What follows belongs to an exercise in optimizing a design on an open flow for small area, a short achievable clock period and few clock cycles; a production flow would make more cautious choices. Only simulation tests tie the RTL to the original design; equivalence was not proved.

==> run Y: inputs <==
Design dense_polynomial_add_multiply, start of the top module:
module dense_polynomial_add_multiply
 #(
  parameter int MAX_DEGREE = 63
) (
  input  logic                  clk,
  input  logic                  rst,
  input  logic                  cmd_valid,
  output logic                  cmd_ready,
  input  logic [2:0]            cmd_func,
  input  logic [5:0]            cmd_exponent,
  input  logic [31:0]           cmd_coefficient,
  output logic                  result_valid,
  input  logic                  result_ready,
  output logic [5:0]            result_degree_index,
  output logic [31:0]           result_coefficient,
  output logic                  result_is_last,
  output logic [1:0]            result_error_code
);
==> flow/config.mk <==
export PLATFORM = sky130hd
export DESIGN_NAME = dense_polynomial_add_multiply
export DESIGN_NICKNAME = dense_polynomial_add_multiply
export VERILOG_FILES = /design/flow/design.v
export SDC_FILE = /design/flow/constraint.sdc
export NUM_CORES = 4
export LEC_CHECK = 0
export CAP_MARGIN = 20
export CORE_MARGIN = 2
export CORE_UTILIZATION = 62
export SETUP_SLACK_MARGIN = 4.7
export SLEW_MARGIN = 20
export TNS_END_PERCENT = 5
==> flow/constraint.sdc <==
create_clock -name core_clock -period 8.3 [get_ports {clk}]
set_input_delay 1.6600 -clock core_clock [delete_from_list [all_inputs] [get_ports {clk}]]
set_output_delay 1.6600 -clock core_clock [all_outputs]
set_load 0.01 [all_outputs]
run.sh (not shown) runs the stock make flow with config.mk's settings and CLKGATE_MAP_FILE= SYNTH_SCRIPT=/design/flow/synth_recipe.tcl, a recipe that flattens the netlist after the stock synthesis.
==> run H (differences from run Y) <==
--- a/flow/design.v
+++ b/flow/design.v
@@ -7528,17 +7528,17 @@
   logic [5:0] nx_lo, nx_hi, nx_pa, nx_pb;    
   logic [5:0] sq_pk2;       
   logic [5:0] sq_kb2;       
   logic [5:0] sq_dbb;       
   logic       d_vld, d_first, d_last, d_lastcmd, d_err, d_add, d_wb;
   logic [5:0] d_k, d_slot;   
   logic [15:0] d_arow [4];   
   logic [15:0] d_brow [4];
-  logic [1:0] d_bsel;       
+  logic [3:0] d_bsel [4];   
   logic [3:0] d_lane;
   logic [3:0] d_one_b;      
   logic [3:0] d_one_a;      
   logic        o_vld, o_first, o_last, o_lastcmd, o_err, o_wb;
   logic [5:0]  o_k, o_slot;
   logic [31:0] o_a  [4];
   logic [47:0] o_bd [4];
   logic       p_vld, p_first, p_last, p_lastcmd, p_err, p_wb;    
@@ -7591,23 +7591,26 @@
   assign x_mul      = e_exec && e_mul;
   assign x_clr_busy = x_clr && phase;
   logic        s_vld;
   logic [2:0]  s_func;
   logic [5:0]  s_exp;
   logic [31:0] s_coef;
   logic        take, e_free;
   logic [2:0]  nxt_func;
-  logic [5:0]  nxt_exp;
+  logic [5:0]  nxt_exp, ld_exp;
+  logic [5:0]  e_sa0, e_sa1, e_sb0, e_sb1;
+  logic        e_sam, e_sbm;
   logic [31:0] nxt_coef;
   assign cmd_ready = !s_vld;
   assign take      = cmd_valid && !s_vld;
   assign e_free    = !e_vld || e_exec;
   assign nxt_func  = s_vld ? s_func : cmd_func;
-  assign nxt_exp   = e_free ? (s_vld ? s_exp  : cmd_exponent)    : e_exp;
+  assign ld_exp    = s_vld ? s_exp : cmd_exponent;
+  assign nxt_exp   = e_free ? ld_exp : e_exp;
   assign nxt_coef  = s_vld ? s_coef : cmd_coefficient;
   always_ff @(posedge clk) begin
     if (rst) begin
       e_vld <= 1'b0;
       s_vld <= 1'b0;
     end else if (e_free) begin
       e_vld <= s_vld || take;
       s_vld <= 1'b0;
@@ -7624,16 +7627,22 @@
     if (e_free) begin
       e_clr  <= nxt_func == dpam_pkg::FUNC_CLEAR;
       e_lda  <= nxt_func == dpam_pkg::FUNC_LOAD_A;
       e_ldb  <= nxt_func == dpam_pkg::FUNC_LOAD_B;
       e_add  <= nxt_func == dpam_pkg::FUNC_ADD;
       e_mul  <= nxt_func == dpam_pkg::FUNC_MUL;
       e_nop  <= nxt_func > dpam_pkg::FUNC_MUL;
       e_exp  <= nxt_exp;
+      e_sa0  <= ld_exp + abase;
+      e_sa1  <= ld_exp + abase_mul;
+      e_sam  <= x_mul && !prod_deg[6];
+      e_sb0  <= ld_exp + bbase;
+      e_sb1  <= ld_exp + bnew;
+      e_sbm  <= x_clr_busy;
       e_coef <= nxt_coef;
     end
   end
   always_ff @(posedge clk) begin
     if (rst) begin
       da    <= '0;
       db    <= '0;
       abase <= '0;
@@ -7651,18 +7660,18 @@
       if (x_mul && !prod_deg[6]) da <= prod_deg[5:0];
     end
   end
   logic        w_en, rd_adv, leave, ph_end;
   logic [5:0]  e_slot, eb_slot, lv_slot, lv_bslot;
   logic [63:0] a_we;
   logic [31:0] a_wd;
   assign w_en    = w_vld && !kill_w;
-  assign e_slot  = e_exp + abase;
-  assign eb_slot = e_exp + bbase;
+  assign e_slot  = e_sam ? e_sa1 : e_sa0;
+  assign eb_slot = e_sbm ? e_sb1 : e_sb0;
   always_comb begin
     for (int w = 0; w < 64; w++) begin
       a_we[w] = (x_lda && e_slot == 6'(w)) || (w_en && w_slot == 6'(w));
     end
   end
   assign a_wd    = x_lda ? e_coef : out_coef;
   assign rd_adv  = d_vld && adv;
   assign leave   = rd_adv && d_last && !d_err && clr_pend;
@@ -7829,17 +7838,19 @@
       end
       for (int l = 0; l < 4; l++) begin
         logic [1:0] u;
         u = 2'(l) - sq_pa[1:0];
         d_lane[l]  <= !sq_err && (sq_add ? (u < 2'd2) : (6'(u) <= hs));
         d_one_b[l] <= sq_add && u == 2'd0;
         d_one_a[l] <= sq_add && u == 2'd1;
       end
-      d_bsel    <= sq_pb[1:0] + sq_pa[1:0];
+      for (int l = 0; l < 4; l++) begin
+        d_bsel[l] <= 4'(1) << 2'(sq_pb[1:0] + sq_pa[1:0] - 2'(l));
+      end
       d_first   <= sq_first;
       d_last    <= win_last;
       d_lastcmd <= win_last && kdone;
       d_err     <= sq_err;
       d_add     <= sq_add;
       d_k       <= sq_k;
       d_slot    <= sq_k + abase;
     end
@@ -7897,20 +7908,26 @@
         ab_v[b] = ab_v[b] | (a_vld[4*r+b] & d_arow[b][r]);
         bb_d[b] = bb_d[b] | (b_mem[4*r+b] & {32{d_brow[b][r]}});
         bb_v[b] = bb_v[b] | (b_vld[4*r+b] & d_brow[b][r]);
       end
     end
   end
   always_comb begin
     for (int l = 0; l < 4; l++) begin
-      logic [1:0] bbk;
-      bbk = d_bsel - 2'(l);
+      logic [31:0] bd;
+      logic        bv;
+      bd = '0;
+      bv = 1'b0;
+      for (int b = 0; b < 4; b++) begin
+        bd = bd | (bb_d[b] & {32{d_bsel[l][b]}});
+        bv = bv | (bb_v[b] & d_bsel[l][b]);
+      end
       ra[l] = d_one_a[l] ? 32'd1 : (d_lane[l] && ab_v[l]) ? ab_d[l] : 32'd0;
-      rb[l] = d_one_b[l] ? 32'd1 : (d_lane[l] && bb_v[bbk]) ? bb_d[bbk] : 32'd0;
+      rb[l] = d_one_b[l] ? 32'd1 : (d_lane[l] && bv) ? bd : 32'd0;
     end
     for (int l = 0; l < 4; l++) begin
       for (int r = 0; r < 16; r++) begin
         logic bm1, b0, b1;
         bm1 = (r == 0) ? 1'b0 : rb[l][2*r-1];
         b0  = rb[l][2*r];
         b1  = rb[l][2*r+1];
         rbd[l][3*r]   = b0 ^ bm1;                                 
CORE_UTILIZATION = 55   (was 62)
CTS_CLUSTER_DIAMETER = 110   (was not set)
CTS_CLUSTER_SIZE = 18   (was not set)
SETUP_SLACK_MARGIN = 4.9   (was 4.7)
TNS_END_PERCENT = not set   (was 5)
==> run P (differences from run Y) <==
--- a/flow/design.v
+++ b/flow/design.v
@@ -7528,17 +7528,17 @@
   logic [5:0] nx_lo, nx_hi, nx_pa, nx_pb;    
   logic [5:0] sq_pk2;       
   logic [5:0] sq_kb2;       
   logic [5:0] sq_dbb;       
   logic       d_vld, d_first, d_last, d_lastcmd, d_err, d_add, d_wb;
   logic [5:0] d_k, d_slot;   
   logic [15:0] d_arow [4];   
   logic [15:0] d_brow [4];
-  logic [1:0] d_bsel;       
+  logic [3:0] d_bsel [4];   
   logic [3:0] d_lane;
   logic [3:0] d_one_b;      
   logic [3:0] d_one_a;      
   logic        o_vld, o_first, o_last, o_lastcmd, o_err, o_wb;
   logic [5:0]  o_k, o_slot;
   logic [31:0] o_a  [4];
   logic [47:0] o_bd [4];
   logic       p_vld, p_first, p_last, p_lastcmd, p_err, p_wb;    
@@ -7591,23 +7591,26 @@
   assign x_mul      = e_exec && e_mul;
   assign x_clr_busy = x_clr && phase;
   logic        s_vld;
   logic [2:0]  s_func;
   logic [5:0]  s_exp;
   logic [31:0] s_coef;
   logic        take, e_free;
   logic [2:0]  nxt_func;
-  logic [5:0]  nxt_exp;
+  logic [5:0]  nxt_exp, ld_exp;
+  logic [5:0]  e_sa0, e_sa1, e_sb0, e_sb1;
+  logic        e_sam, e_sbm;
   logic [31:0] nxt_coef;
   assign cmd_ready = !s_vld;
   assign take      = cmd_valid && !s_vld;
   assign e_free    = !e_vld || e_exec;
   assign nxt_func  = s_vld ? s_func : cmd_func;
-  assign nxt_exp   = e_free ? (s_vld ? s_exp  : cmd_exponent)    : e_exp;
+  assign ld_exp    = s_vld ? s_exp : cmd_exponent;
+  assign nxt_exp   = e_free ? ld_exp : e_exp;
   assign nxt_coef  = s_vld ? s_coef : cmd_coefficient;
   always_ff @(posedge clk) begin
     if (rst) begin
       e_vld <= 1'b0;
       s_vld <= 1'b0;
     end else if (e_free) begin
       e_vld <= s_vld || take;
       s_vld <= 1'b0;
@@ -7624,16 +7627,22 @@
     if (e_free) begin
       e_clr  <= nxt_func == dpam_pkg::FUNC_CLEAR;
       e_lda  <= nxt_func == dpam_pkg::FUNC_LOAD_A;
       e_ldb  <= nxt_func == dpam_pkg::FUNC_LOAD_B;
       e_add  <= nxt_func == dpam_pkg::FUNC_ADD;
       e_mul  <= nxt_func == dpam_pkg::FUNC_MUL;
       e_nop  <= nxt_func > dpam_pkg::FUNC_MUL;
       e_exp  <= nxt_exp;
+      e_sa0  <= ld_exp + abase;
+      e_sa1  <= ld_exp + abase_mul;
+      e_sam  <= x_mul && !prod_deg[6];
+      e_sb0  <= ld_exp + bbase;
+      e_sb1  <= ld_exp + bnew;
+      e_sbm  <= x_clr_busy;
       e_coef <= nxt_coef;
     end
   end
   always_ff @(posedge clk) begin
     if (rst) begin
       da    <= '0;
       db    <= '0;
       abase <= '0;
@@ -7651,18 +7660,18 @@
       if (x_mul && !prod_deg[6]) da <= prod_deg[5:0];
     end
   end
   logic        w_en, rd_adv, leave, ph_end;
   logic [5:0]  e_slot, eb_slot, lv_slot, lv_bslot;
   logic [63:0] a_we;
   logic [31:0] a_wd;
   assign w_en    = w_vld && !kill_w;
-  assign e_slot  = e_exp + abase;
-  assign eb_slot = e_exp + bbase;
+  assign e_slot  = e_sam ? e_sa1 : e_sa0;
+  assign eb_slot = e_sbm ? e_sb1 : e_sb0;
   always_comb begin
     for (int w = 0; w < 64; w++) begin
       a_we[w] = (x_lda && e_slot == 6'(w)) || (w_en && w_slot == 6'(w));
     end
   end
   assign a_wd    = x_lda ? e_coef : out_coef;
   assign rd_adv  = d_vld && adv;
   assign leave   = rd_adv && d_last && !d_err && clr_pend;
@@ -7829,17 +7838,19 @@
       end
       for (int l = 0; l < 4; l++) begin
         logic [1:0] u;
         u = 2'(l) - sq_pa[1:0];
         d_lane[l]  <= !sq_err && (sq_add ? (u < 2'd2) : (6'(u) <= hs));
         d_one_b[l] <= sq_add && u == 2'd0;
         d_one_a[l] <= sq_add && u == 2'd1;
       end
-      d_bsel    <= sq_pb[1:0] + sq_pa[1:0];
+      for (int l = 0; l < 4; l++) begin
+        d_bsel[l] <= 4'(1) << 2'(sq_pb[1:0] + sq_pa[1:0] - 2'(l));
+      end
       d_first   <= sq_first;
       d_last    <= win_last;
       d_lastcmd <= win_last && kdone;
       d_err     <= sq_err;
       d_add     <= sq_add;
       d_k       <= sq_k;
       d_slot    <= sq_k + abase;
     end
@@ -7897,20 +7908,26 @@
         ab_v[b] = ab_v[b] | (a_vld[4*r+b] & d_arow[b][r]);
         bb_d[b] = bb_d[b] | (b_mem[4*r+b] & {32{d_brow[b][r]}});
         bb_v[b] = bb_v[b] | (b_vld[4*r+b] & d_brow[b][r]);
       end
     end
   end
   always_comb begin
     for (int l = 0; l < 4; l++) begin
-      logic [1:0] bbk;
-      bbk = d_bsel - 2'(l);
+      logic [31:0] bd;
+      logic        bv;
+      bd = '0;
+      bv = 1'b0;
+      for (int b = 0; b < 4; b++) begin
+        bd = bd | (bb_d[b] & {32{d_bsel[l][b]}});
+        bv = bv | (bb_v[b] & d_bsel[l][b]);
+      end
       ra[l] = d_one_a[l] ? 32'd1 : (d_lane[l] && ab_v[l]) ? ab_d[l] : 32'd0;
-      rb[l] = d_one_b[l] ? 32'd1 : (d_lane[l] && bb_v[bbk]) ? bb_d[bbk] : 32'd0;
+      rb[l] = d_one_b[l] ? 32'd1 : (d_lane[l] && bv) ? bd : 32'd0;
     end
     for (int l = 0; l < 4; l++) begin
       for (int r = 0; r < 16; r++) begin
         logic bm1, b0, b1;
         bm1 = (r == 0) ? 1'b0 : rb[l][2*r-1];
         b0  = rb[l][2*r];
         b1  = rb[l][2*r+1];
         rbd[l][3*r]   = b0 ^ bm1;                                 
CORE_UTILIZATION = 55   (was 62)
CTS_CLUSTER_DIAMETER = 120   (was not set)
CTS_CLUSTER_SIZE = 22   (was not set)
TNS_END_PERCENT = not set   (was 5)
==> comparison <==
Run H completed with no timing, DRC or antenna violations. Run Y went through all stages and came out clean. Run P finished with antenna violations left. Final cell count, highest first: run H, run P, run Y. Via count: run H < run P < run Y. Of run Y and run H, run H has the higher synthesized cell count (gap about 1.7%, measured against run H). Of run Y and run P, run P has the higher worst hold slack (gap 0.0071 ns).
Testbench counts of run Y, summed over its fixed seeds: cycles 12,739.
Testbench counts of run H, summed over its fixed seeds: cycles 12,739.
Testbench counts of run P, summed over its fixed seeds: cycles 12,739.

static timing again, ports no longer ideal:
The results above use ideal ports. As a check the final layouts listed here were re-extracted and re-timed, cells and wires unchanged.
Step 1 sets driving cells, clkbuf_16 on the clock port and buf_2 on the other inputs (assumed; they add their load-dependent delay and slew).
Step 2 adds t to the input delays and takes it off the output delays; t is the mean of the earliest and latest rising clock arrival at the registers after step 1. Input paths then give back, and output paths get back, about the clock's delay inside the block.
Slacks: no drivers / after step 1 / after step 2; pairs: no drivers / after step 1.
run	t, ns	slack for setup (ns)	hold slack, ns	slew at the worst register clock pin (ns)	pins driven straight from the clock port
run Y	1.165	4.274 / 4.274 / 3.657	0.341 / 0.341 / 0.341	0.08 / 0.08	1
run H	1.131	4.825 / 4.709 / 3.890	0.345 / 0.345 / 0.345	0.09 / 0.09	1
run P	1.124	4.512 / 4.512 / 3.732	0.348 / 0.348 / 0.348	0.11 / 0.11	1
For run H, which loses most, drivers alone change the setup slack by -0.116 ns; drivers and shift together by -0.935 ns.
